Source: an optimization exercise on an open RTL-to-GDS flow (aim: small area and a short achievable clock period). Production flows keep margins and buffers that such runs may drop.
In this exercise RTL edits were held to simulation tests only and were not proved equivalent to the original.
Power figures rest on the tool's default switching activity, not on a simulated workload.

==> flow/design.v <==
package oled_pkg;
    localparam int DISPLAY_WIDTH  = 128;                         
    localparam int DISPLAY_HEIGHT = 64;                          
    localparam int PAGE_COUNT     = DISPLAY_HEIGHT / 8;          
    localparam int FB_BYTES       = PAGE_COUNT * DISPLAY_WIDTH;  
    typedef logic [7:0] byte_t;
    typedef logic [$clog2(FB_BYTES)-1:0] fb_addr_t;
    localparam byte_t CMD_DISPLAY_OFF     = 8'hAE;  
    localparam byte_t CMD_ADDR_MODE       = 8'h20;  
    localparam byte_t ADDR_MODE_HORIZ     = 8'h00;  
    localparam byte_t CMD_CONTRAST        = 8'h81;  
    localparam byte_t CONTRAST_LEVEL      = 8'h7F;  
    localparam byte_t CMD_NORMAL_MODE     = 8'hA6;  
    localparam byte_t CMD_DISPLAY_RAM     = 8'hA4;  
    localparam byte_t CMD_CHARGE_PUMP     = 8'h8D;  
    localparam byte_t CHARGE_PUMP_ENABLE  = 8'h14;  
    localparam byte_t CMD_DISPLAY_ON      = 8'hAF;
    localparam int INIT_LEN = 10;
endpackage
`timescale 1ns/1ps
module oled_fb_leaf (
    input  logic [2:0] d,
    input  logic [2:0] s,
    output logic       y_n
);
    assign y_n = ~((d[0] & s[0]) | (d[1] & s[1]) | (d[2] & s[2]));
endmodule
module oled_fb_group (
    input  logic [31:0] d,      
    input  logic [31:0] msel,   
    input  logic        gsel,   
    output logic        y_n
);
    logic [10:0] leaf_n;
    for (genvar k = 0; k < 10; k++) begin : g_leaf
        oled_fb_leaf u_leaf (
            .d   (d[3*k +: 3]),
            .s   (msel[3*k +: 3]),
            .y_n (leaf_n[k])
        );
    end
    oled_fb_leaf u_leaf_last (
        .d   (d[31:29]),
        .s   (msel[31:29]),
        .y_n (leaf_n[10])
    );
    assign y_n = ~(~&leaf_n & gsel);
endmodule
module oled_framebuffer (
    input  logic     clk,
    input  logic     fb_we,    
    input  oled_pkg::fb_addr_t fb_addr,  
    input  oled_pkg::byte_t    fb_data,  
    input  logic [31:0]        rd_msel,  
    input  logic [31:0]        rd_gsel,  
    output oled_pkg::byte_t    rd_data   
);
    logic [oled_pkg::FB_BYTES-1:0][7:0] mem;
    logic               wr_en;
    oled_pkg::fb_addr_t wr_addr;
    oled_pkg::byte_t    wr_data;
    always_ff @(posedge clk) begin
        wr_en   <= fb_we;
        wr_addr <= fb_addr;
        wr_data <= fb_data;
    end
    for (genvar i = 0; i < oled_pkg::FB_BYTES; i++) begin : g_row
        always_ff @(posedge clk) begin
            if (wr_en && wr_addr == oled_pkg::fb_addr_t'(i)) begin
                mem[i] <= wr_data;
            end
        end
    end
    logic [7:0][7:0]    rd_part;   
    logic               rd_hit;    
    oled_pkg::byte_t    rd_hit_data;
    for (genvar b = 0; b < 8; b++) begin : g_lane
        logic [31:0] grp_n;
        for (genvar g = 0; g < 32; g++) begin : g_grp
            logic [31:0] d;
            for (genvar m = 0; m < 32; m++) begin : g_bit
                assign d[m] = mem[g*32 + m][b];
            end
            oled_fb_group u_grp (
                .d    (d),
                .msel (rd_msel),
                .gsel (rd_gsel[g]),
                .y_n  (grp_n[g])
            );
        end
        always_ff @(posedge clk) begin
            for (int q = 0; q < 8; q++) begin
                rd_part[b][q] <= ~&grp_n[4*q +: 4];
            end
        end
        assign rd_data[b] = rd_hit ? rd_hit_data[b] : |rd_part[b];
    end
    always_ff @(posedge clk) begin
        rd_hit      <= wr_en && rd_msel[wr_addr[4:0]] && rd_gsel[wr_addr[9:5]];
        rd_hit_data <= wr_data;
    end
endmodule
`timescale 1ns/1ps
module oled_sequencer #(
    parameter int STARTUP_DELAY = 10_000_000,  
    parameter int FRAME_GAP     = 270_000      
) (
    input  logic     clk,
    input  logic     reset,
    output logic     res,       
    output logic [31:0] rd_msel,  
    output logic [31:0] rd_gsel,  
    input  oled_pkg::byte_t    rd_data,   
    output logic     tx_valid,  
    output oled_pkg::byte_t    tx_byte,
    output logic     tx_dc,     
    input  logic     tx_ready
);
    localparam int DLY_MAX = (STARTUP_DELAY > FRAME_GAP) ? STARTUP_DELAY : FRAME_GAP;
    localparam int DLY_W   = $clog2(DLY_MAX + 1);
    localparam int ADR_W   = $clog2(oled_pkg::FB_BYTES);
    localparam int CNT_W   = (DLY_W > ADR_W) ? DLY_W : ADR_W;
    typedef enum logic [2:0] {
        PRE_RESET,   
        RESETTING,   
        POST_RESET,  
        INIT,
        CLEAR,
        DRAW,
        FRAME_WAIT
    } state_t;
    state_t           state, state_nx;
    logic [CNT_W-1:0] cnt;
    logic             cnt_inc;    
    logic             cnt_clr;    
    logic             offer;      
    logic             sent;
    logic             startup_done;
    logic             gap_done;
    logic             last_byte;
    logic             last_cmd;
    oled_pkg::byte_t  init_cmd;   
    oled_pkg::byte_t  offer_byte;
    always_comb begin
        case (cnt[3:0])
            4'd0:    init_cmd = oled_pkg::CMD_DISPLAY_OFF;
            4'd1:    init_cmd = oled_pkg::CMD_ADDR_MODE;
            4'd2:    init_cmd = oled_pkg::ADDR_MODE_HORIZ;
            4'd3:    init_cmd = oled_pkg::CMD_CONTRAST;
            4'd4:    init_cmd = oled_pkg::CONTRAST_LEVEL;
            4'd5:    init_cmd = oled_pkg::CMD_NORMAL_MODE;
            4'd6:    init_cmd = oled_pkg::CMD_DISPLAY_RAM;
            4'd7:    init_cmd = oled_pkg::CMD_CHARGE_PUMP;
            4'd8:    init_cmd = oled_pkg::CHARGE_PUMP_ENABLE;
            4'd9:    init_cmd = oled_pkg::CMD_DISPLAY_ON;
            default: init_cmd = 8'h00;
        endcase
    end
    assign sent         = tx_valid & tx_ready;                   
    assign startup_done = (cnt == CNT_W'(STARTUP_DELAY - 1));
    assign gap_done     = (cnt == CNT_W'(FRAME_GAP - 1));
    assign last_byte    = (cnt == CNT_W'(oled_pkg::FB_BYTES - 1));
    assign last_cmd     = (cnt == CNT_W'(oled_pkg::INIT_LEN - 1));
    assign tx_dc        = (state != INIT);  
    always_comb begin
        state_nx   = state;
        cnt_inc    = 1'b0;
        cnt_clr    = 1'b0;
        offer      = 1'b0;
        offer_byte = rd_data;
        case (state)
            PRE_RESET, RESETTING, POST_RESET: begin
                cnt_inc = 1'b1;
                if (startup_done) begin
                    cnt_clr  = 1'b1;
                    state_nx = (state == PRE_RESET) ? RESETTING :
                               (state == RESETTING) ? POST_RESET : INIT;
                end
            end
            INIT, CLEAR, DRAW: begin
                offer_byte = (state == INIT)  ? init_cmd :
                             (state == CLEAR) ? 8'h00    : rd_data;  
                if (sent) begin
                    cnt_inc = 1'b1;
                    if ((state == INIT) ? last_cmd : last_byte) begin
                        cnt_clr  = 1'b1;
                        state_nx = (state == INIT)  ? CLEAR :
                                   (state == CLEAR) ? DRAW  : FRAME_WAIT;
                    end
                end else if (!tx_valid) begin
                    offer = 1'b1;
                end
            end
            FRAME_WAIT: begin
                if (tx_ready) begin
                    cnt_inc = 1'b1;
                    if (gap_done) begin
                        cnt_clr  = 1'b1;
                        state_nx = DRAW;
                    end
                end
            end
            default: begin
                state_nx = PRE_RESET;
            end
        endcase
    end
    always_ff @(posedge clk) begin
        if (reset) begin
            state    <= PRE_RESET;
            cnt      <= '0;
            rd_msel  <= 32'd1;
            rd_gsel  <= 32'd1;
            res      <= 1'b1;
            tx_valid <= 1'b0;
        end else begin
            state <= state_nx;
            if (cnt_clr) begin
                cnt <= '0;
            end else if (cnt_inc) begin
                cnt <= cnt + 1'b1;
            end
            if (offer && state == DRAW) begin
                rd_msel <= {rd_msel[30:0], rd_msel[31]};
                if (rd_msel[31]) begin
                    rd_gsel <= {rd_gsel[30:0], rd_gsel[31]};
                end
            end
            if (startup_done && (state == PRE_RESET || state == RESETTING)) begin
                res <= (state == RESETTING);  
            end
            if (sent) begin
                tx_valid <= 1'b0;
            end else if (offer) begin
                tx_valid <= 1'b1;
            end
        end
    end
    always_ff @(posedge clk) begin
        if (!reset && offer) begin
            tx_byte <= offer_byte;
        end
    end
endmodule
`timescale 1ns/1ps
module spi_byte_tx (
    input  logic  clk,
    input  logic  reset,
    input  logic  tx_valid,
    input  oled_pkg::byte_t tx_byte,
    input  logic  tx_dc,     
    output logic  tx_ready,
    output logic  sclk,      
    output logic  sdin,      
    output logic  cs,        
    output logic  cmd        
);
    logic       busy;
    logic [4:0] cnt;     
    logic [6:0] shreg;   
    logic       accept;
    assign tx_ready = ~busy;
    assign accept   = tx_valid & ~busy;
    always_ff @(posedge clk) begin
        if (accept) begin
            shreg <= tx_byte[6:0];
        end else if (busy && cnt[0] && cnt < 5'd15) begin
            shreg <= {shreg[5:0], 1'b0};  
        end
    end
    always_ff @(posedge clk) begin
        if (reset) begin
            busy <= 1'b0;
            cnt  <= '0;
            cs   <= 1'b1;
            sclk <= 1'b0;
            sdin <= 1'b0;
            cmd  <= 1'b0;
        end else if (accept) begin
            busy <= 1'b1;
            cnt  <= '0;
            cs   <= 1'b0;        
            sclk <= 1'b0;
            sdin <= tx_byte[7];  
            cmd  <= tx_dc;
        end else if (busy) begin
            cnt <= cnt + 1'b1;
            if (cnt < 5'd15) begin
                if (!cnt[0]) begin
                    sclk <= 1'b1;      
                end else begin
                    sclk <= 1'b0;      
                    sdin <= shreg[6];
                end
            end else if (cnt == 5'd15) begin
                cs   <= 1'b1;          
                sclk <= 1'b0;
                sdin <= 1'b0;
            end else if (cnt == 5'd17) begin
                busy <= 1'b0;          
            end
        end
    end
endmodule
`timescale 1ns/1ps
module ssd1309_driver #(
    parameter int STARTUP_DELAY = 100,  
    parameter int FRAME_GAP     = 150   
) (
    input  logic     clk,
    input  logic     reset,
    input  logic     fb_we,    
    input  oled_pkg::fb_addr_t fb_addr,
    input  oled_pkg::byte_t    fb_data,
    output logic     sclk,     
    output logic     sdin,     
    output logic     res,
    output logic     cmd,      
    output logic     cs
);
    logic [31:0]        rd_msel;
    logic [31:0]        rd_gsel;
    oled_pkg::byte_t    rd_data;
    logic     tx_valid;
    oled_pkg::byte_t    tx_byte;
    logic     tx_dc;
    logic     tx_ready;
    oled_framebuffer u_framebuffer (
        .clk     (clk),
        .fb_we   (fb_we),
        .fb_addr (fb_addr),
        .fb_data (fb_data),
        .rd_msel (rd_msel),
        .rd_gsel (rd_gsel),
        .rd_data (rd_data)
    );
    oled_sequencer #(
        .STARTUP_DELAY (STARTUP_DELAY),
        .FRAME_GAP     (FRAME_GAP)
    ) u_sequencer (
        .clk      (clk),
        .reset    (reset),
        .res      (res),
        .rd_msel  (rd_msel),
        .rd_gsel  (rd_gsel),
        .rd_data  (rd_data),
        .tx_valid (tx_valid),
        .tx_byte  (tx_byte),
        .tx_dc    (tx_dc),
        .tx_ready (tx_ready)
    );
    spi_byte_tx u_spi_tx (
        .clk      (clk),
        .reset    (reset),
        .tx_valid (tx_valid),
        .tx_byte  (tx_byte),
        .tx_dc    (tx_dc),
        .tx_ready (tx_ready),
        .sclk     (sclk),
        .sdin     (sdin),
        .cs       (cs),
        .cmd      (cmd)
    );
endmodule
==> flow/flow/run.sh <==
#!/bin/bash
# Standard synthesis and layout, with sized port buffers, a sparser clock
# tree without dummy loads, and timing repair aimed below the clock period.
# Each step's full log is in orfs/logs; make's output in synth.log/layout.log.
set -euo pipefail
bash standard.sh synth > synth.log 2>&1
bash standard.sh \
    "BUFFER_PORTS_ARGS=-buffer_cell sky130_fd_sc_hd__buf_2" \
    "CTS_ARGS=-sink_clustering_enable -repair_clock_nets -sink_clustering_size 25 -sink_clustering_max_diameter 100 -dont_use_dummy_load" \
    SETUP_SLACK_MARGIN=7.0 \
    finish > layout.log 2>&1
==> flow/standard.sh <==
#!/bin/bash
# synth_recipe.tcl (not shown) runs the flow's synth.tcl, then flattens the netlist and writes it again
# the make line also repeats each setting of config.mk as NAME=value (left out here)
make -C /OpenROAD-flow-scripts/flow DESIGN_CONFIG=/design/flow/config.mk WORK_HOME=/design/flow/orfs CLKGATE_MAP_FILE= SYNTH_SCRIPT=/design/flow/synth_recipe.tcl "${@:-finish}"
==> flow/config.mk <==
export PLATFORM = sky130hd
export DESIGN_NAME = ssd1309_driver
export DESIGN_NICKNAME = ssd1309_driver
export VERILOG_FILES = /design/flow/design.v
export SDC_FILE = /design/flow/constraint.sdc
export NUM_CORES = 8
export LEC_CHECK = 0
export CAP_MARGIN = 20
export CORE_MARGIN = 2
export CORE_UTILIZATION = 60
export SLEW_MARGIN = 20
export SYNTH_HIERARCHICAL = 1
export SYNTH_MEMORY_MAX_BITS = 16384
==> flow/constraint.sdc <==
create_clock -name core_clock -period 11.0 [get_ports {clk}]
set_input_delay 2.2000 -clock core_clock [delete_from_list [all_inputs] [get_ports {clk}]]
set_output_delay 2.2000 -clock core_clock [all_outputs]
set_load 0.01 [all_outputs]
==> results of run 1 <==
## final timing paths
kind / from / end
min reg2reg: u_spi_tx.cmd / u_spi_tx.cmd
min: u_spi_tx.cmd / u_spi_tx.cmd
max: u_framebuffer.wr_addr[1] / u_framebuffer.mem[5717]
max reg2reg: u_framebuffer.wr_addr[1] / u_framebuffer.mem[5717]
## cells in the mapped netlist, drive strengths merged, types with 3 or more instances
| master | count |
|---|---|
| edfxtp | 8207 |
| a222oi | 2816 |
| nor2 | 1066 |
| nand4 | 583 |
| nand2 | 417 |
| nand3 | 263 |
| o31ai | 257 |
| dfxtp | 189 |
| clkbuf | 121 |
| a21oi | 75 |
| buf | 68 |
| nor4 | 21 |
| mux4 | 18 |
| mux2 | 17 |
| nor3 | 17 |
| inv | 14 |
| nand2b | 13 |
| ha | 10 |
| o21ai | 10 |
| o22ai | 9 |
| a211oi | 7 |
| and2 | 6 |
| nor2b | 6 |
| xnor2 | 6 |
| nand3b | 5 |
| nor3b | 5 |
| and3 | 4 |
| o211ai | 4 |
| or2 | 4 |
| or3 | 4 |
| xor2 | 4 |
| a21o | 3 |
| mux2i | 3 |
## Yosys stat by module, one instance, submodules excluded, excerpt
module	flops+latches	cell area, um2
oled_framebuffer	8284	254700
spi_byte_tx	17	822.0
oled_fb_group	0	25.02
oled_fb_leaf	0	10.01
## area by class of cell
class	count	area [um2]	share of cell area, %
inverters	14	52.55	0.01666
diodes	50	125.1	0.03965
well taps	6475	8102	2.568
clock buffers	373	9334	2.958
flip-flops and latches	8396	250400	79.36
multi-input cells	5677	43990	13.94
repair buffers	411	3535	1.120
## critical path, cell delays in order (launching register included)
cell	delay, ps
dfxtp_1	780
nand2b_1	430
nor2_4	690
buf_4	450
nand2_1	540
nor2_1	920
## repair_timing
item	CTS	global route
resized for setup	41	29
setup buffers	1	0
setup endpoints to repair	739	1195
pin swaps	0	1
## flip-flops by register name (all words and copies together), names as in the netlist, 3 cells and up
register                   count
u_sequencer.cnt               10
u_framebuffer.mem           8192
u_framebuffer.wr_data          8
u_sequencer.rd_msel           32
u_spi_tx.cnt                   5
u_sequencer.tx_byte            8
u_framebuffer.wr_addr         10
u_sequencer.rd_gsel           32
u_framebuffer.rd_part         64
u_framebuffer.rd_hit_data      8
u_sequencer.init_cmd           8
u_sequencer.state              3
u_spi_tx.shreg                 7
## logic make-up after synthesis
kind of cell	Yosys count	synth area share, %
AO/OA/AOI/OAI	3198	10.50
XOR/XNOR	10	0.02979
adder cells (fa/ha/maj)	10	0.04256
buffers and inverters	203	0.2873
flip-flops	8396	85.12
multiplexers	38	0.2171
AND/OR/NAND/NOR	2421	3.801
## report_power, final
group	total, mW	switching (mW)	internal, mW
combinational	0.738	0.676	0.0619
clock	15.2	9.09	6.07
sequential	35.1	0.0429	35.1
## routing by layer
metal / GRT usage [%] / vias up / routed length, um
met4: 11.15 / 20 / 33960
met2: 52.47 / 11910 / 399000
met3: 8.247 / 1288 / 119400
met5: 0.09613 / - / 203
li1: - / 66030 / -
met1: 50.45 / 86220 / 329300
## per-stage QoR
stage / instance area (um2) / cells / hold slack [ps]
floorplan: 294000 / 14280 / 473.5
global placement: 305300 / 20950 / 484.0
detailed placement: 305700 / 20970 / 490.6
CTS: 315200 / 21340 / 522.9
global route: 315400 / 21350 / 558.3
finish: 315500 / 21400 / 522.4
## placed cells by master (no fill, tap or decap), types with 4 or more instances in the layout
cell type  netlist  final
edfxtp_1      8207   8207
a222oi_1      2816   2816
nor2_1        1066   1013
nand4_1        583    583
nand2_1        416    413
clkbuf_16        0    373
buf_4            3    340
nand3_1        263    262
dfxtp_1        189    144
o31ai_1        257    132
o31ai_2          0    105
a21oi_1         74     74
diode_2          0     50
nor2_2           0     43
dfxtp_4          0     40
buf_12           0     35
buf_2           45     25
o31ai_4          0     20
nor4_1          19     19
mux4_2          16     16
mux2_2          16     16
inv_1           14     14
nand2b_1        13     13
nor2_4           0     10
o21ai_0         10     10
ha_1            10     10
nor3_2           5      9
o22ai_1          9      9
buf_6            2      9
nor2b_1          6      6
xnor2_1          6      6
nand3b_1         5      5
nor3_1          12      5
dfxtp_2          0      5
nand2_2          1      4
a211oi_1         5      4
and2_1           5      4
and3_1           4      4
xor2_1           4      4
==> out/metrics.cfg, run 1 <==
[yosys]
yosysWarnings = 9
synth.avg_cell_area_um2 = 20.59
ys_seq_elements = 8396
synth_cell_types = 66
netlist_area_mm2 = 0.2940
yosys_most_used_dff = edfxtp_1
synthTopCellsByArea = edfxtp_1, a222oi_1, nor2_1
async_reset_ff_share_pct = 0
yosysTopAreaCellShare_pct = 83.83
syn_inst = 14280
synth_edf_count = 8207
synth-seq-area-share_pct = 85.12
synth_top_cell_by_area = edfxtp_1
syn-num-nets = 14310

[die]
die_area_mm2 = 0.4956
pin_count = 26
initial_utilization_pct = 60.11
die_w_um = 704.0
die_h_um = 704.0
core_area_mm2 = 0.4891
fp-row-count = 257

[clocking]
clk_pin_slew_ps = 100
clock-sinks = 8396
cts_htree_levels = 5
cts_tree = built
cts-hold-fix-buffers = 0
clockRootBuffer = clkbuf_16
clock_latency_ps = 1040
cts_max_path_buffers = 4
numCtsBuffers = 373

[global_routing]
grt_pass1_wl_mm = 1206
antenna_found_initial = 56
grt.overflow.total = 0
grt_pass1_vias = 155100
grt_max_degree = 185
track_usage_pct = 34.59

[hold_path]
hold_path.class = register to register
min_path_cells = 2

[finish]
drive_above_1_share_pct = 7.222
layout-area-overhead-vs-synth_pct = 7.332
fin_nets = 14900
finish.utilization_pct = 64.51
fillCellCount = 32610

[worst_setup_path]
worstPathRequired_ps = 11680
r2r_slack_ps = 6830
crit_type = register to register
critPathCaptureType = register
cp_max_fo = 14
r2r_cells = 5
critical_path_arrival_ps = 4850
crit_path_start_kind = register

[routing]
vias_per_cell = 7.733
first_iter_violations = 38920
totalWireLength_mm = 881.8
routed-via-count = 165500
dr.pass1.iters = 14
route.detailed.drc = 0
wl_per_cell_um = 41.21
ant_nets = 0

[timing]
grt_setup_unrepaired = true
setup_violations = 0
fin_worst_skew_ps = 59.16
period_needed_ps = 4174
worst_slew_pin_slew_ps = 1319
max_freq_ghz = 0.2396
hold_violations = 0
tns_ps = 0
min_period_over_period_pct = 37.94
maxSlewHeadroom_pct = 11.34
finalMaxSlewViolations = 0
final.setup.worst_slack_ps = 6826

[power]
leakage_nw = 92.93
peakVddDrop_mv = 0.1367
p_total_mw = 51.00
power.density_mw_per_mm2 = 161.6

[status]
status = finished clean

[placement]
hpwl_mm = 565.7
gp_congestion = 0.9098
port_buffers = 25
post-place-ws_ps = 5933

[job]
cap_violations = 0

==> inputs of run 2 (changes only) <==
--- a/flow/design.v
+++ b/flow/design.v
@@ -71,7 +71,7 @@
             end
         end
     end
-    logic [7:0][7:0]    rd_part;   
+    logic [7:0][31:0]   rd_grp_n;  
     logic               rd_hit;    
     oled_pkg::byte_t    rd_hit_data;
     for (genvar b = 0; b < 8; b++) begin : g_lane
@@ -89,11 +89,9 @@
             );
         end
         always_ff @(posedge clk) begin
-            for (int q = 0; q < 8; q++) begin
-                rd_part[b][q] <= ~&grp_n[4*q +: 4];
-            end
+            rd_grp_n[b] <= grp_n;
         end
-        assign rd_data[b] = rd_hit ? rd_hit_data[b] : |rd_part[b];
+        assign rd_data[b] = rd_hit ? rd_hit_data[b] : ~&rd_grp_n[b];
     end
     always_ff @(posedge clk) begin
         rd_hit      <= wr_en && rd_msel[wr_addr[4:0]] && rd_gsel[wr_addr[9:5]];
==> out/metrics.cfg, run 2 <==
[yosys]
synth_cell_types = 67  ; was 66
synth-seq-area-share_pct = 85.30  ; was 85.12%
synth_edf_count = 8207  ; unchanged
ys_seq_elements = 8588  ; was 8396
syn_inst = 14480  ; was 14280
async_reset_ff_share_pct = 0  ; unchanged
synth_common_cells = edfxtp_1, a222oi_1, nor2_1  ; unchanged
yosys_most_used_dff = edfxtp_1  ; unchanged
netlist_area_mm2 = 0.2978  ; was 0.2940 mm2
synthTopCellsByArea = edfxtp_1, a222oi_1, dfxtp_1  ; was edfxtp_1, a222oi_1, nor2_1
synth.most_common_cell = edfxtp_1  ; unchanged
yosysTopAreaCellShare_pct = 82.74  ; was 83.83%
synth.avg_cell_area_um2 = 20.57  ; was 20.59 um2
yosysWarnings = 9  ; unchanged
synth_top_cell_by_area = edfxtp_1  ; unchanged
syn-num-nets = 14510  ; was 14310

[clocking]
numCtsBuffers = 381  ; was 373
cts-hold-fix-buffers = 0  ; unchanged
cts_htree_levels = 5  ; unchanged
clk_pin_slew_ps = 110  ; was 100 ps
cts_tree = built  ; unchanged
cts_max_path_buffers = 4  ; unchanged
clock-sinks = 8588  ; was 8396
clockRootBuffer = clkbuf_16  ; unchanged
clock_latency_ps = 1050  ; was 1040 ps

[timing]
period_needed_ps = 4275  ; was 4174 ps
finalMaxSlewViolations = 0  ; unchanged
max_freq_ghz = 0.2339  ; was 0.2396 GHz
fin_worst_skew_ps = 65.95  ; was 59.16 ps
worst_slew_pin_slew_ps = 1217  ; was 1319 ps
min_period_over_period_pct = 38.86  ; was 37.94%
final.setup.worst_slack_ps = 6725  ; was 6826 ps
maxSlewHeadroom_pct = 18.87  ; was 11.34%
tns_ps = 0  ; unchanged
grt_setup_unrepaired = true  ; unchanged
setup_violations = 0  ; unchanged
hold_violations = 0  ; unchanged

[routing]
routed-via-count = 167500  ; was 165500
dr.pass1.iters = 17  ; was 14
totalWireLength_mm = 903.5  ; was 881.8 mm
ant_nets = 0  ; unchanged
wl_per_cell_um = 41.66  ; was 41.21 um
vias_per_cell = 7.722  ; was 7.733
first_iter_violations = 39390  ; was 38920
route.detailed.drc = 0  ; unchanged

[global_routing]
grt.overflow.total = 0  ; unchanged
grt_pass1_wl_mm = 1233  ; was 1206 mm
grt_max_degree = 177  ; was 185
track_usage_pct = 35.18  ; was 34.59%
antenna_found_initial = 73  ; was 56
grt_pass1_vias = 157000  ; was 155100

[worst_setup_path]
cpPeakStageDelay_ps = 810  ; was 920 ps
worstPathRequired_ps = 11660  ; was 11680 ps
critical_path_arrival_ps = 4930  ; was 4850 ps
r2r_slack_ps = 6730  ; was 6830 ps
crit_chain = nand2b_1 -> nor3_4 -> buf_4 -> nand2_1 -> nor2_1  ; was nand2b_1 -> nor2_4 -> buf_4 -> nand2_1 -> nor2_1
crit_type = register to register  ; unchanged
crit_path_top_delay_cell = nor2_1  ; unchanged
critPathCaptureType = register  ; unchanged
startpoint = u_framebuffer.wr_addr[1]  ; unchanged
timing.rr.start = u_framebuffer.wr_addr[1]  ; unchanged
crit_path_start_kind = register  ; unchanged
cp_max_fo = 14  ; unchanged

[power]
power.density_mw_per_mm2 = 163.4  ; was 161.6 mW/mm2
peakVddDrop_mv = 0.1770  ; was 0.1367 mV
leakage_nw = 94.74  ; was 92.93 nW

[hold_path]
hold_start = u_sequencer.tx_byte[4]  ; was u_spi_tx.cmd
hold_path.class = register to register  ; unchanged

[die]
die_h_um = 708.6  ; was 704.0 um
pin_count = 26  ; unchanged
core_area_mm2 = 0.4942  ; was 0.4891 mm2
die_area_mm2 = 0.5021  ; was 0.4956 mm2
initial_utilization_pct = 60.26  ; was 60.11%
fp-row-count = 258  ; was 257
die_w_um = 708.6  ; was 704.0 um

[finish]
reg_top3 = u_framebuffer.mem: 8192 flops, u_framebuffer.rd_grp_n: 256 flops  ; was u_framebuffer.mem: 8192 flops, u_framebuffer.rd_part: 64 flops
drive_above_1_share_pct = 6.082  ; was 7.222%
layout-area-overhead-vs-synth_pct = 7.054  ; was 7.332%
layout_commonest_cell = edfxtp_1  ; unchanged
final_cell_mix = edfxtp_1, a222oi_1, nor2_1, nand4_1, nand2_1  ; unchanged
largest_reg_flops = 8192  ; unchanged
top_register = u_framebuffer.mem  ; unchanged
fin_nets = 15060  ; was 14900

[job]
cap_violations = 0  ; unchanged

[placement]
port_buffers = 25  ; unchanged
post-place-ws_ps = 6315  ; was 5933 ps
gp_congestion = 0.9166  ; was 0.9098
hpwl_mm = 570.6  ; was 565.7 mm

[status]
status = finished clean  ; unchanged

run 2: cell count changes after synthesis:
cell      change
nand4_1      -16
clkbuf_1      -3
buf_1         +3
nand3_1       +8
a21oi_1       +8
inv_1         +8
nand4b_1      +8
mux2_2        -8
dfxtp_1     +192
nand2_1       -8
and4_1        +8
run 2: worst max-delay path, delay by kind of cell, from the launching register on:
| family | cells | cell delay (ps) |
|---|---|---|
| simple gates | 4 | 2390 |
| flops | 1 | 770 |
| buf+inv | 1 | 720 |
run 2: per-stage QoR:
| stage | power [mW] | cells | utilization, % | hold WS [ps] | instance area (um2) |
|---|---|---|---|---|---|
| 2_1_floorplan | 36.96 | 14480 | - | 473.5 | 297900 |
| 3_3_place_gp | 37.28 | 21280 | 62.54 | 507.5 | 309100 |
| 3_5_place_dp | 37.32 | 21280 | 62.54 | 515.4 | 309100 |
| 4_1_cts | 52.16 | 21660 | 64.49 | 524.9 | 318700 |
| 5_1_grt | 53.23 | 21660 | 64.50 | 551.1 | 318800 |
| 6_report | 52.09 | 21690 | 64.52 | 539.4 | 318900 |
run 2: report_power, final:
group	internal (mW)	switching (mW)
Sequential	35.7	0.0432
Clock	6.20	9.31
Combinational	0.0677	0.713
run 2: area by class of cell:
cell class / instances / area [um2]
Clock buffer: 381 / 9534
Timing Repair Buffer: 360 / 3368
Fill cell: 32940 / 175400
Multi-Input combinational cell: 5677 / 43260
Tap cell: 6630 / 8295
Sequential cell: 8588 / 254200
Inverter: 22 / 82.58
Antenna cell: 32 / 80.08
run 2: worst paths after layout:
kind / endpoint / cells past startpoint
hold reg to reg: u_spi_tx.shreg[4] / 1
setup reg to reg: u_framebuffer.mem[7703] / 5
setup / recovery: u_framebuffer.mem[7703] / 5
hold / removal: u_spi_tx.shreg[4] / 1
run 2: kinds of logic after synthesis:
group                      count (synthesis)  share of synthesized area [%]
buffers and inverters                    211                         0.2936
DFF                                     8588                          85.30
xor gates and xnor gates                  10                        0.02940
and+or+nand+nor                         2421                          3.768
AOI/OAI and AO/OA                       3206                          10.38
muxes                                     30                         0.1840
adders and majority gates                 10                        0.04201
run 2: repair_timing:
item | 4_1_cts | 5_1_grt
pin swaps | 2 | 0
endpoints found under the setup margin | 1095 | 230
buffers inserted | 2 | 0
gates resized for setup | 21 | 26
run 2: metal layers:
layer	track usage, %	part of all wire, %	vias to the layer above
met5	0	0.031	-
met4	13.41	4.5	40
met3	7.017	13	1473
met2	54.11	46	12520
met1	50.63	37	86920
li1	-	-	66530
run 2: modules after synthesis (local to each module, per instance), a selection:
module,cells,times used,cell area (um2),flip-flops and latches
oled_framebuffer,10100,1,258600,8476
spi_byte_tx,71,1,822.0,17
oled_fb_group,4,256,25.02,0
oled_fb_leaf,1,2816,10.01,0
==> inputs of run 3 (changes only) <==
--- a/flow/design.v
+++ b/flow/design.v
@@ -25,65 +25,74 @@
 );
     assign y_n = ~((d[0] & s[0]) | (d[1] & s[1]) | (d[2] & s[2]));
 endmodule
-module oled_fb_group (
-    input  logic [31:0] d,      
-    input  logic [31:0] msel,   
-    input  logic        gsel,   
-    output logic        y_n
+module oled_fb_group #(
+    parameter int N = 48
+) (
+    input  logic [N-1:0] d,      
+    input  logic [N-1:0] msel,   
+    input  logic         gsel,   
+    output logic         y_n
 );
-    logic [10:0] leaf_n;
-    for (genvar k = 0; k < 10; k++) begin : g_leaf
+    localparam int L = (N + 2) / 3;
+    logic [L-1:0] leaf_n;
+    for (genvar k = 0; k < L; k++) begin : g_leaf
+        localparam int B = (3*k + 3 <= N) ? 3*k : N - 3;
         oled_fb_leaf u_leaf (
-            .d   (d[3*k +: 3]),
-            .s   (msel[3*k +: 3]),
+            .d   (d[B +: 3]),
+            .s   (msel[B +: 3]),
             .y_n (leaf_n[k])
         );
     end
-    oled_fb_leaf u_leaf_last (
-        .d   (d[31:29]),
-        .s   (msel[31:29]),
-        .y_n (leaf_n[10])
-    );
     assign y_n = ~(~&leaf_n & gsel);
 endmodule
-module oled_framebuffer (
+module oled_framebuffer #(
+    parameter int GM = 48,  
+    parameter int GN = 22   
+) (
     input  logic     clk,
     input  logic     fb_we,    
     input  oled_pkg::fb_addr_t fb_addr,  
     input  oled_pkg::byte_t    fb_data,  
-    input  logic [31:0]        rd_msel,  
-    input  logic [31:0]        rd_gsel,  
+    input  oled_pkg::fb_addr_t rd_addr,  
+    input  logic [GM-1:0]      rd_msel,  
+    input  logic [GN-1:0]      rd_gsel,  
     output oled_pkg::byte_t    rd_data   
 );
-    logic [oled_pkg::FB_BYTES-1:0][7:0] mem;
+    localparam int NB = oled_pkg::FB_BYTES;
+    logic [NB-1:0][7:0] mem;
     logic               wr_en;
     oled_pkg::fb_addr_t wr_addr;
+    logic [31:0]        wr_lo;     
+    logic [31:0]        wr_hi;     
     oled_pkg::byte_t    wr_data;
     always_ff @(posedge clk) begin
         wr_en   <= fb_we;
         wr_addr <= fb_addr;
+        wr_lo   <= fb_we ? (32'b1 << fb_addr[4:0]) : 32'b0;
+        wr_hi   <= 32'b1 << fb_addr[9:5];
         wr_data <= fb_data;
     end
-    for (genvar i = 0; i < oled_pkg::FB_BYTES; i++) begin : g_row
+    for (genvar i = 0; i < NB; i++) begin : g_row
         always_ff @(posedge clk) begin
-            if (wr_en && wr_addr == oled_pkg::fb_addr_t'(i)) begin
+            if (wr_lo[i % 32] && wr_hi[i / 32]) begin
                 mem[i] <= wr_data;
             end
         end
     end
-    logic [7:0][31:0]   rd_grp_n;  
+    logic [7:0][GN-1:0] rd_grp_n;  
     logic               rd_hit;    
     oled_pkg::byte_t    rd_hit_data;
     for (genvar b = 0; b < 8; b++) begin : g_lane
-        logic [31:0] grp_n;
-        for (genvar g = 0; g < 32; g++) begin : g_grp
-            logic [31:0] d;
-            for (genvar m = 0; m < 32; m++) begin : g_bit
-                assign d[m] = mem[g*32 + m][b];
+        logic [GN-1:0] grp_n;
+        for (genvar g = 0; g < GN; g++) begin : g_grp
+            localparam int N = (NB - g*GM < GM) ? NB - g*GM : GM;
+            logic [N-1:0] d;
+            for (genvar m = 0; m < N; m++) begin : g_bit
+                assign d[m] = mem[g*GM + m][b];
             end
-            oled_fb_group u_grp (
+            oled_fb_group #(.N(N)) u_grp (
                 .d    (d),
-                .msel (rd_msel),
+                .msel (rd_msel[N-1:0]),
                 .gsel (rd_gsel[g]),
                 .y_n  (grp_n[g])
             );
@@ -94,7 +103,7 @@
         assign rd_data[b] = rd_hit ? rd_hit_data[b] : ~&rd_grp_n[b];
     end
     always_ff @(posedge clk) begin
-        rd_hit      <= wr_en && rd_msel[wr_addr[4:0]] && rd_gsel[wr_addr[9:5]];
+        rd_hit      <= wr_en && wr_addr == rd_addr;
         rd_hit_data <= wr_data;
     end
 endmodule
@@ -106,8 +115,9 @@
     input  logic     clk,
     input  logic     reset,
     output logic     res,       
-    output logic [31:0] rd_msel,  
-    output logic [31:0] rd_gsel,  
+    output oled_pkg::fb_addr_t rd_addr,  
+    output logic [47:0] rd_msel,  
+    output logic [21:0] rd_gsel,  
     input  oled_pkg::byte_t    rd_data,   
     output logic     tx_valid,  
     output oled_pkg::byte_t    tx_byte,
@@ -207,8 +217,9 @@
         if (reset) begin
             state    <= PRE_RESET;
             cnt      <= '0;
-            rd_msel  <= 32'd1;
-            rd_gsel  <= 32'd1;
+            rd_addr  <= '0;
+            rd_msel  <= 48'd1;
+            rd_gsel  <= 22'd1;
             res      <= 1'b1;
             tx_valid <= 1'b0;
         end else begin
@@ -219,9 +230,15 @@
                 cnt <= cnt + 1'b1;
             end
             if (offer && state == DRAW) begin
-                rd_msel <= {rd_msel[30:0], rd_msel[31]};
-                if (rd_msel[31]) begin
-                    rd_gsel <= {rd_gsel[30:0], rd_gsel[31]};
+                rd_addr <= rd_addr + 1'b1;
+                if (last_byte) begin    
+                    rd_msel <= 48'd1;
+                    rd_gsel <= 22'd1;
+                end else begin
+                    rd_msel <= {rd_msel[46:0], rd_msel[47]};
+                    if (rd_msel[47]) begin
+                        rd_gsel <= {rd_gsel[20:0], rd_gsel[21]};
+                    end
                 end
             end
             if (startup_done && (state == PRE_RESET || state == RESETTING)) begin
@@ -316,8 +333,9 @@
     output logic     cmd,      
     output logic     cs
 );
-    logic [31:0]        rd_msel;
-    logic [31:0]        rd_gsel;
+    oled_pkg::fb_addr_t rd_addr;
+    logic [47:0]        rd_msel;
+    logic [21:0]        rd_gsel;
     oled_pkg::byte_t    rd_data;
     logic     tx_valid;
     oled_pkg::byte_t    tx_byte;
@@ -328,6 +346,7 @@
         .fb_we   (fb_we),
         .fb_addr (fb_addr),
         .fb_data (fb_data),
+        .rd_addr (rd_addr),
         .rd_msel (rd_msel),
         .rd_gsel (rd_gsel),
         .rd_data (rd_data)
@@ -339,6 +358,7 @@
         .clk      (clk),
         .reset    (reset),
         .res      (res),
+        .rd_addr  (rd_addr),
         .rd_msel  (rd_msel),
         .rd_gsel  (rd_gsel),
         .rd_data  (rd_data),
--- a/flow/flow/run.sh
+++ b/flow/flow/run.sh
@@ -7,5 +7,5 @@
 bash standard.sh \
     "BUFFER_PORTS_ARGS=-buffer_cell sky130_fd_sc_hd__buf_2" \
     "CTS_ARGS=-sink_clustering_enable -repair_clock_nets -sink_clustering_size 25 -sink_clustering_max_diameter 100 -dont_use_dummy_load" \
-    SETUP_SLACK_MARGIN=7.0 \
+    SETUP_SLACK_MARGIN=7.2 \
     finish > layout.log 2>&1
==> out/metrics.cfg, run 3 <==
[die]
die_w_um = 710.2  ; was 708.6 um
die_area_mm2 = 0.5044  ; was 0.5021 mm2
die_h_um = 710.2  ; was 708.6 um
initial_utilization_pct = 60.19  ; was 60.26%
core_area_mm2 = 0.4971  ; was 0.4942 mm2
pin_count = 26  ; unchanged
fp-row-count = 259  ; was 258

[power]
clockPowerShare_pct = 29.9  ; was 29.8%
leakage_nw = 96.37  ; was 94.74 nW
intPower_mw = 42.00  ; was 42.02 mW
swShare_pct = 19.23  ; was 19.33%
combPwrFrac_pct = 1.3  ; was 1.5%
seqPwrFrac_pct = 68.9  ; was 68.7%
peakVddDrop_mv = 0.1409  ; was 0.1770 mV
power.density_mw_per_mm2 = 162.1  ; was 163.4 mW/mm2
power.switching_mw = 10.00  ; was 10.07 mW
p_total_mw = 52.00  ; was 52.09 mW

[routing]
routed-via-count = 164700  ; was 167500
drt-met1-wl_mm = 325.6  ; was 331.0 mm
highest_layer = met5  ; unchanged
route.detailed.drc = 0  ; unchanged
first_iter_violations = 38630  ; was 39390
wl_per_cell_um = 41.95  ; was 41.66 um
ant_nets = 1  ; was 0
dr.pass1.iters = 22  ; was 17
route.met2.wl_mm = 429.6  ; was 415.8 mm
dr_wl_met3_mm = 117.8  ; was 115.4 mm
totalWireLength_mm = 904.5  ; was 903.5 mm
vias_per_cell = 7.640  ; was 7.722

[clocking]
cts_max_path_buffers = 4  ; unchanged
cts-hold-fix-buffers = 0  ; unchanged
clockRootBuffer = clkbuf_16  ; unchanged
numCtsBuffers = 381  ; unchanged
clk_pin_slew_ps = 110  ; about the same
cts_tree = built  ; unchanged
cts_htree_levels = 5  ; unchanged
clock_latency_ps = 1050  ; about the same
clock-sinks = 8588  ; unchanged

[timing]
tns_ps = 0  ; unchanged
fin_worst_skew_ps = 59.38  ; was 65.95 ps
period_needed_ps = 3825  ; was 4275 ps
finalMaxSlewViolations = 0  ; unchanged
maxSlewHeadroom_pct = 8.429  ; was 18.87%
worst_slew_pin_slew_ps = 1361  ; was 1217 ps
hold_violations = 0  ; unchanged
setup_violations = 0  ; unchanged
whs_ps = 534.0  ; was 539.4 ps
grt_setup_unrepaired = true  ; unchanged
max_freq_ghz = 0.2614  ; was 0.2339 GHz
final.setup.worst_slack_ps = 7175  ; was 6725 ps
min_period_over_period_pct = 34.78  ; was 38.86%

[yosys]
synthTopCellsByArea = edfxtp_1, a222oi_1, dfxtp_1  ; unchanged
synth_common_cells = edfxtp_1, a222oi_1, and2_1  ; was edfxtp_1, a222oi_1, nor2_1
synth.avg_cell_area_um2 = 21.35  ; was 20.57 um2
synth_edf_count = 8207  ; unchanged
syn_inst = 14020  ; was 14480
synth_cell_types = 66  ; was 67
synth.most_common_cell = edfxtp_1  ; unchanged
synth-seq-area-share_pct = 84.91  ; was 85.30%
syn-num-nets = 14050  ; was 14510
netlist_area_mm2 = 0.2992  ; was 0.2978 mm2
yosys_most_used_dff = edfxtp_1  ; unchanged
synth_top_cell_by_area = edfxtp_1  ; unchanged
async_reset_ff_share_pct = 0  ; unchanged
yosysWarnings = 9  ; unchanged
yosysTopAreaCellShare_pct = 82.36  ; was 82.74%
ys_seq_elements = 8588  ; unchanged

[finish]
final_cell_mix = edfxtp_1, a222oi_1, and2_1, nand4_1, clkbuf_16  ; was edfxtp_1, a222oi_1, nor2_1, nand4_1, nand2_1
layout-area-overhead-vs-synth_pct = 7.201  ; was 7.054%
fin_nets = 14530  ; was 15060
top_register = u_framebuffer.mem  ; unchanged
reg_top3 = u_framebuffer.mem: 8192 flops, u_framebuffer.rd_grp_n: 176 flops, u_sequencer.rd_msel: 48 flops  ; was u_framebuffer.mem: 8192 flops, u_framebuffer.rd_grp_n: 256 flops
largest_reg_flops = 8192  ; unchanged
drive_above_1_share_pct = 6.980  ; was 6.082%
layout_commonest_cell = edfxtp_1  ; unchanged
fillCellCount = 33200  ; was 32940

[status]
failed_layout_checks = antenna violations
status = complete, but fails checks  ; was finished clean

[global_routing]
grt_pass1_wl_mm = 1225  ; was 1233 mm
track_usage_pct = 35.08  ; was 35.18%
grt_max_degree = 218  ; was 177
grt_pass1_vias = 155500  ; was 157000
grt.overflow.total = 0  ; unchanged
antenna_found_initial = 107  ; was 73

[worst_setup_path]
crit_buf_inv = 3  ; was 1
startpoint = u_sequencer.rd_msel[30]  ; was u_framebuffer.wr_addr[1]
cpPeakStageDelay_ps = 850  ; was 810 ps
cpMostUsedCell = buf_4
worstPathRequired_ps = 11880  ; was 11660 ps
crit_type = register to register  ; unchanged
timing.rr.start = u_sequencer.rd_msel[30]  ; was u_framebuffer.wr_addr[1]
cp_max_fo = 51  ; was 14
critPathCaptureType = register  ; unchanged
critical_path_arrival_ps = 4700  ; was 4930 ps
crit_chain = buf_4 -> buf_4 -> buf_4 -> a222oi_1 -> nand4_1 -> o41ai_2  ; was nand2b_1 -> nor3_4 -> buf_4 -> nand2_1 -> nor2_1
crit_path_top_delay_cell = buf_4  ; was nor2_1
crit_path_start_kind = register  ; unchanged
path_delay_family = buffers and inverters  ; was simple AND/OR/NAND/NOR gates

[placement]
hpwl_mm = 545.0  ; was 570.6 mm
gp_congestion = 0.8691  ; was 0.9166
port_buffers = 25  ; unchanged
post-place-ws_ps = 5736  ; was 6315 ps

[job]
cap_violations = 0  ; unchanged

[hold_path]
hold_start = u_spi_tx.shreg[5]  ; was u_sequencer.tx_byte[4]
hold_path.class = register to register  ; unchanged

[run 3: cell types whose count changed after synthesis, moves of 80 or more]
| cell | previous run | this run |
|---|---|---|
| o41ai_2 | 0 | 168 |
| clkbuf_1 | 118 | 221 |
| a222oi_1 | 2816 | 2736 |
| nand2_1 | 408 | 54 |
| nand3_1 | 271 | 23 |
| o31ai_1 | 257 | 1 |
| nor2_1 | 1066 | 158 |
| nand4_1 | 567 | 719 |
| and2_1 | 5 | 1028 |
[run 3: worst reg2reg max path, cell delays in order, from the launching register on]
cell      delay, ps
dfxtp_4         510
buf_4           610
buf_4           620
buf_4           880
a222oi_1        560
nand4_1         360
o41ai_2         130
[run 3: final cells by class]
type / instances / area, um2 / share of cell area, %
Antenna cell: 409 / 1023 / 0.3191
Timing Repair Buffer: 334 / 3126 / 0.9744
Inverter: 16 / 60.06 / 0.01872
Clock buffer: 381 / 9534 / 2.972
Sequential cell: 8588 / 254400 / 79.32
Multi-Input combinational cell: 5179 / 44260 / 13.80
Tap cell: 6655 / 8327 / 2.596
[run 3: path summary, 6_finish.rpt]
path	to	slack [ps]	cells after the start
min	u_spi_tx.shreg[6]	530	2
max	u_framebuffer.rd_grp_n[79]	7170	6
max reg2reg	u_framebuffer.rd_grp_n[79]	7170	6
min reg2reg	u_spi_tx.shreg[6]	530	2
[run 3: kinds of logic after synthesis]
group / share of synthesized area, %
adder cells (fa/ha/maj): 0.04600
buffers and inverters: 0.3245
flip-flops: 84.91
multiplexers: 0.006691
AO/OA/AOI/OAI: 10.44
XOR/XNOR: 0.08196
AND/OR/NAND/NOR: 4.190
[run 3: modules after synthesis, one instance, submodules excluded, a selection]
module	cell area, um2	times used	flops+latches	cells
oled_fb_leaf	10.01	2736	0	1
oled_framebuffer	259600	1	8460	9872
spi_byte_tx	840.8	1	17	92
[run 3: power groups by stage]
stage / clock network, mW / logic (mW) / registers, mW
floorplan: 0 / 0.0552 / 36.9
global placement: 0 / 0.605 / 36.6
CTS: 15.6 / 0.651 / 35.8
finish: 15.5 / 0.657 / 35.8
detailed placement: 0 / 0.652 / 36.6
global route: 16.7 / 0.694 / 35.8
[run 3: what timing repair did]
item                                    4_1_cts  5_1_grt
endpoints found under the setup margin      111       29
pin swaps                                     0        0
buffers inserted                              2        0
resized for setup                            24        8
hold endpoints to repair                      0        0
[run 3: routing by layer]
metal | GRT usage, % | vias up
li1 | - | 65310
met3 | 7.643 | 1290
met2 | 54.79 | 11950
met5 | 0.1809 | -
met1 | 49.13 | 86160
met4 | 13.50 | 26
[run 3: per-stage QoR]
| step | std cells | cell area [um2] | utilization [%] |
|---|---|---|---|
| 2_1_floorplan | 14020 | 299200 | - |
| 3_3_place_gp | 20760 | 309800 | 62.33 |
| 3_5_place_dp | 20770 | 310000 | 62.36 |
| 4_1_cts | 21150 | 319600 | 64.30 |
| 5_1_grt | 21260 | 320000 | 64.37 |
| 6_report | 21560 | 320800 | 64.53 |
==> inputs of run 4 (changes only) <==
--- a/flow/design.v
+++ b/flow/design.v
@@ -241,9 +241,7 @@
                     end
                 end
             end
-            if (startup_done && (state == PRE_RESET || state == RESETTING)) begin
-                res <= (state == RESETTING);  
-            end
+            res   <= (state_nx != RESETTING);  
             if (sent) begin
                 tx_valid <= 1'b0;
             end else if (offer) begin
@@ -270,50 +268,52 @@
     output logic  cs,        
     output logic  cmd        
 );
-    logic       busy;
-    logic [4:0] cnt;     
-    logic [6:0] shreg;   
+    logic       busy, busy_nx;
+    logic [4:0] cnt, cnt_nx;      
+    logic [7:0] data, data_nx;    
+    logic       dc_n, dc_n_nx;    
     logic       accept;
+    logic       shifting;         
     assign tx_ready = ~busy;
     assign accept   = tx_valid & ~busy;
-    always_ff @(posedge clk) begin
+    always_comb begin
+        busy_nx = busy;
+        cnt_nx  = cnt;
+        data_nx = data;
+        dc_n_nx = dc_n;
         if (accept) begin
-            shreg <= tx_byte[6:0];
-        end else if (busy && cnt[0] && cnt < 5'd15) begin
-            shreg <= {shreg[5:0], 1'b0};  
+            busy_nx = 1'b1;
+            cnt_nx  = '0;
+            data_nx = tx_byte;
+            dc_n_nx = ~tx_dc;
+        end else if (busy) begin
+            cnt_nx = cnt + 1'b1;
+            if (cnt == 5'd17) begin
+                busy_nx = 1'b0;    
+            end
         end
     end
+    assign shifting = busy_nx && (cnt_nx <= 5'd15);
+    always_ff @(posedge clk) begin
+        data <= data_nx;
+    end
     always_ff @(posedge clk) begin
         if (reset) begin
             busy <= 1'b0;
             cnt  <= '0;
+            dc_n <= 1'b1;
             cs   <= 1'b1;
             sclk <= 1'b0;
             sdin <= 1'b0;
             cmd  <= 1'b0;
-        end else if (accept) begin
-            busy <= 1'b1;
-            cnt  <= '0;
-            cs   <= 1'b0;        
-            sclk <= 1'b0;
-            sdin <= tx_byte[7];  
-            cmd  <= tx_dc;
-        end else if (busy) begin
-            cnt <= cnt + 1'b1;
-            if (cnt < 5'd15) begin
-                if (!cnt[0]) begin
-                    sclk <= 1'b1;      
-                end else begin
-                    sclk <= 1'b0;      
-                    sdin <= shreg[6];
-                end
-            end else if (cnt == 5'd15) begin
-                cs   <= 1'b1;          
-                sclk <= 1'b0;
-                sdin <= 1'b0;
-            end else if (cnt == 5'd17) begin
-                busy <= 1'b0;          
-            end
+        end else begin
+            busy <= busy_nx;
+            cnt  <= cnt_nx;
+            dc_n <= dc_n_nx;
+            cs   <= ~shifting;
+            sclk <= shifting && cnt_nx[0];
+            sdin <= shifting && data_nx[3'd7 - cnt_nx[3:1]];
+            cmd  <= ~dc_n_nx;
         end
     end
 endmodule
==> flow/flow/run.sh (replaced) <==
#!/bin/bash
# Standard synthesis and layout, with sized port buffers, a sparser clock
# tree without dummy loads, timing repair aimed below the clock period and
# more antenna repair rounds. Each step's full log is in orfs/logs; make's
# own output is in synth.log and layout.log.
set -euo pipefail
bash standard.sh synth > synth.log 2>&1
bash standard.sh \
    "BUFFER_PORTS_ARGS=-buffer_cell sky130_fd_sc_hd__buf_2" \
    "CTS_ARGS=-sink_clustering_enable -repair_clock_nets -sink_clustering_size 25 -sink_clustering_max_diameter 100 -dont_use_dummy_load" \
    SETUP_SLACK_MARGIN=7.45 \
    MAX_REPAIR_ANTENNAS_ITER_DRT=12 \
    MAX_REPAIR_ANTENNAS_ITER_GRT=12 \
    finish > layout.log 2>&1
==> out/metrics.cfg, run 4 <==
[finish]
fillCellCount = 33160  ; was 33200
final_cell_mix = edfxtp_1, a222oi_1, and2_1, nand4_1, clkbuf_16  ; unchanged
layout-area-overhead-vs-synth_pct = 7.140  ; was 7.201%
drive_above_1_share_pct = 6.872  ; was 6.980%
multi_input_area_mm2 = 0.04433  ; was 0.04426 mm2
largest_reg_flops = 8192  ; unchanged
ff_latch_area_mm2 = 0.2544  ; about the same
reg_top3 = u_framebuffer.mem: 8192 flops, u_framebuffer.rd_grp_n: 176 flops, u_sequencer.rd_msel: 48 flops  ; unchanged
top_register = u_framebuffer.mem  ; unchanged
layout_commonest_cell = edfxtp_1  ; unchanged
fin_nets = 14530  ; about the same

[yosys]
synth_top_cell_by_area = edfxtp_1  ; unchanged
synth-xor-area-share_pct = 0.07316  ; was 0.08196%
yosysTopAreaCellShare_pct = 82.28  ; was 82.36%
synth.mux.area_fraction_pct = 0.01505  ; was 0.006691%
ys_seq_elements = 8590  ; was 8588
synth_edf_count = 8200  ; was 8207
synth_common_cells = edfxtp_1, a222oi_1, and2_1  ; unchanged
async_reset_ff_share_pct = 0  ; unchanged
synth_cell_types = 71  ; was 66
synthAdderAreaFrac_pct = 0.04181  ; was 0.04600%
synth.avg_cell_area_um2 = 21.32  ; was 21.35 um2
syn-num-nets = 14070  ; was 14050
syn_inst = 14030  ; was 14020
synthSimpleGateAreaFrac_pct = 4.203  ; was 4.190%
synth_compound_area_share_pct = 10.45  ; was 10.44%
yosysWarnings = 9  ; unchanged
netlist_area_mm2 = 0.2993  ; was 0.2992 mm2
synth-seq-area-share_pct = 84.89  ; was 84.91%
synth.most_common_cell = edfxtp_1  ; unchanged
synthTopCellsByArea = edfxtp_1, a222oi_1, dfxtp_1  ; unchanged
yosys_most_used_dff = edfxtp_1  ; unchanged
synth_top_family_by_area = compound AO/OA/AOI/OAI gates  ; unchanged

[timing]
fin_worst_skew_ps = 52.68  ; was 59.38 ps
maxSlewHeadroom_pct = 6.016  ; was 8.429%
period_needed_ps = 3799  ; was 3825 ps
min_period_over_period_pct = 34.54  ; was 34.78%
hold_violations = 0  ; unchanged
finalMaxSlewViolations = 0  ; unchanged
setup_violations = 0  ; unchanged
tns_ps = 0  ; unchanged
grt_setup_unrepaired = true  ; unchanged
max_freq_ghz = 0.2632  ; was 0.2614 GHz
final.setup.worst_slack_ps = 7201  ; was 7175 ps
worst_slew_pin_slew_ps = 1410  ; was 1361 ps

[worst_setup_path]
path_delay_family = flip-flops  ; was buffers and inverters
r2r_end = u_framebuffer.rd_grp_n[44]  ; was u_framebuffer.rd_grp_n[79]
crit_path_top_delay_cell = dfxtp_4  ; was buf_4
crit_chain = buf_6  ; was buf_4 -> buf_4 -> buf_4 -> a222oi_1 -> nand4_1 -> o41ai_2
timing.rr.start = u_sequencer.rd_msel[16]  ; was u_sequencer.rd_msel[30]
cp.depth = 1  ; was 6
r2r_slack_ps = 7410  ; was 7170 ps
startpoint = u_spi_tx.sclk  ; was u_sequencer.rd_msel[30]
cpPeakStageDelay_ps = 430  ; was 850 ps
crit_buf_inv = 1  ; was 3
crit_path_start_kind = register  ; unchanged
crit_type = register to output port  ; was register to register
critPathCaptureType = output port  ; was register
worstPathRequired_ps = 8800  ; was 11880 ps
cp_max_fo = 1  ; was 51
r2r_cells = 5  ; was 6
crit_end = sclk  ; was u_framebuffer.rd_grp_n[79]
critical_path_arrival_ps = 1600  ; was 4700 ps

[die]
core_area_mm2 = 0.4971  ; unchanged
die_h_um = 710.3  ; was 710.2 um
fp-row-count = 259  ; unchanged
initial_utilization_pct = 60.20  ; was 60.19%
die_w_um = 710.3  ; was 710.2 um
die_area_mm2 = 0.5045  ; was 0.5044 mm2
pin_count = 26  ; unchanged

[routing]
ant_nets = 0  ; was 1
routed-via-count = 165100  ; was 164700
vias_per_cell = 7.663  ; was 7.640
wl_per_cell_um = 42.22  ; was 41.95 um
route.detailed.drc = 0  ; unchanged
totalWireLength_mm = 909.6  ; was 904.5 mm
first_iter_violations = 39840  ; was 38630
dr.pass1.iters = 22  ; unchanged

[power]
peakVddDrop_mv = 0.1598  ; was 0.1409 mV
power.density_mw_per_mm2 = 162.3  ; was 162.1 mW/mm2
leakage_nw = 96.34  ; was 96.37 nW

[global_routing]
antenna_found_initial = 127  ; was 107
grt.overflow.total = 0  ; unchanged
met1_usage_pct = 50.22  ; was 49.13%
globalRouteMet2Util_pct = 55.02  ; was 54.79%
grt_pass1_vias = 153700  ; was 155500
track_usage_pct = 35.26  ; was 35.08%
grt_pass1_wl_mm = 1227  ; was 1225 mm
grt_use_met3_pct = 6.953  ; was 7.643%
grt_busiest_layer = met2  ; unchanged
grt_max_degree = 193  ; was 218

[clocking]
clock-sinks = 8590  ; was 8588
clockRootBuffer = clkbuf_16  ; unchanged
cts_setup_buffers = 0  ; was 2
cts_max_path_buffers = 4  ; unchanged
cts_tree = built  ; unchanged
numCtsBuffers = 381  ; unchanged
cts_htree_levels = 5  ; unchanged
clk_pin_slew_ps = 100  ; was 110 ps
clock_latency_ps = 1050  ; about the same
cts-hold-fix-buffers = 0  ; unchanged

[placement]
port_buffers = 25  ; unchanged
gp_congestion = 0.8895  ; was 0.8691
hpwl_mm = 545.7  ; was 545.0 mm
post-place-ws_ps = 6456  ; was 5736 ps

[job]
cap_violations = 0  ; unchanged

[status]
status = finished clean  ; was complete, but fails checks

[hold_path]
hold_path.class = register to register  ; unchanged

[run 4: cell types whose count changed in the layout (fill, tap and decap cells not counted), sizes merged, moves of 5 or more]
cell,before,now
and3,6,1
edfxtp,8207,8200
diode,409,396
dfxtp,381,390
buf,334,315
a21o,4,9
[run 4: stage by stage]
step	hold slack, ps	util [%]	power (mW)	std cells	area, um2
6_report	447.1	64.50	52.04	21540	320600
5_1_grt	469.4	64.35	53.18	21240	319900
4_1_cts	446.9	64.29	52.11	21150	319600
3_5_place_dp	421.8	62.35	37.24	20770	310000
3_3_place_gp	435.6	62.34	37.19	20760	309900
2_1_floorplan	408.1	-	36.94	14030	299300
[run 4: per-layer routing]
layer  part of all wire (%)  vias to the layer above
met5                  0.014                        -
met4                    3.1                       16
li1                       -                    65270
met1                     36                    86280
met2                     48                    12310
met3                     13                     1210
[run 4: cells by family after synthesis]
family          count (synthesis)
fa+ha+maj                      10
simple gates                 2086
mux                             4
compound gates               3066
flops                        8590
xor+xnor                       25
buf+inv                       253
[run 4: repair_timing]
item | CTS | global route
resized for setup | 21 | 7
pin swaps | 0 | 0
hold endpoints to repair | 0 | 0
setup endpoints to repair | 57 | 191
[run 4: worst min-delay path by stage]
| stage | slack, ps | endpoint | cells after the start | start |
|---|---|---|---|---|
| 3_3_place_gp | 440 | u_spi_tx.data[2] | 2 | u_sequencer.tx_byte[2] |
| 6_report | 450 | u_spi_tx.data[2] | 2 | u_sequencer.tx_byte[2] |
| 3_5_place_dp | 420 | u_spi_tx.data[2] | 2 | u_sequencer.tx_byte[2] |
| 5_1_grt | 470 | u_spi_tx.data[2] | 2 | u_sequencer.tx_byte[2] |
| 4_1_cts | 450 | u_spi_tx.data[2] | 2 | u_sequencer.tx_byte[2] |
| 2_1_floorplan | 410 | u_spi_tx.data[0] | 2 | u_sequencer.tx_byte[0] |
[run 4: area by class of cell]
class / count / area share (%)
flip-flops and latches: 8590 / 79.34
clock buffers: 381 / 2.973
well taps: 6655 / 2.597
inverters: 16 / 0.01873
multi-input cells: 5191 / 13.83
diodes: 396 / 0.3091
repair buffers: 315 / 0.9318
[run 4: report_power, final]
part | total [mW] | switching, mW | leakage, nW | internal, mW
Clock | 15.5 | 9.34 | 4.70 | 6.20
Sequential | 35.8 | 0.0796 | 76.9 | 35.8
Combinational | 0.664 | 0.604 | 14.7 | 0.0600
Total | 52.0 | 10.0 | 96.3 | 42.0
[run 4: Yosys stat by module (local to each module, per instance), excerpt]
module | cell area, um2 | cells inside | flops+latches | copies in the design
spi_byte_tx | 888.4 | 108 | 19 | 1
oled_fb_leaf | 10.01 | 1 | 0 | 2736
oled_framebuffer | 259600 | 9872 | 8460 | 1

port drivers added, routing unchanged:
No port has a modelled driver above. Below, the same layouts with a new extraction and two added sets of constraints.
Step 1: set_driving_cell puts a clkbuf_16 on clk and a buf_2 on each other input, an assumption about the parent block.
Step 2 moves the port delays by t, midway between the first and last clock arrival at a register: inputs arrive t later, outputs are due t later. That takes back most of the time a late clock gives input paths.
Three values: ideal, step 1, step 2; two values: the first two.
| run | t, ns | slack for setup (ns) | clock arrival spread, ns | worst data-port slew with drivers (ns) |
|---|---|---|---|---|
| run 1 | 1.133 | 6.826 / 6.826 / 6.261 | 0.064 / 0.065 | 0.17 |
| run 2 | 1.168 | 6.725 / 6.725 / 6.231 | 0.076 / 0.076 | 0.30 |
| run 3 | 1.155 | 7.175 / 7.066 / 6.292 | 0.081 / 0.080 | 0.18 |
| run 4 | 1.163 | 7.201 / 7.059 / 6.451 | 0.057 / 0.057 | 0.20 |
For run 3, which loses most, drivers alone change the setup slack by -0.109 ns; drivers and shift together by -0.883 ns.
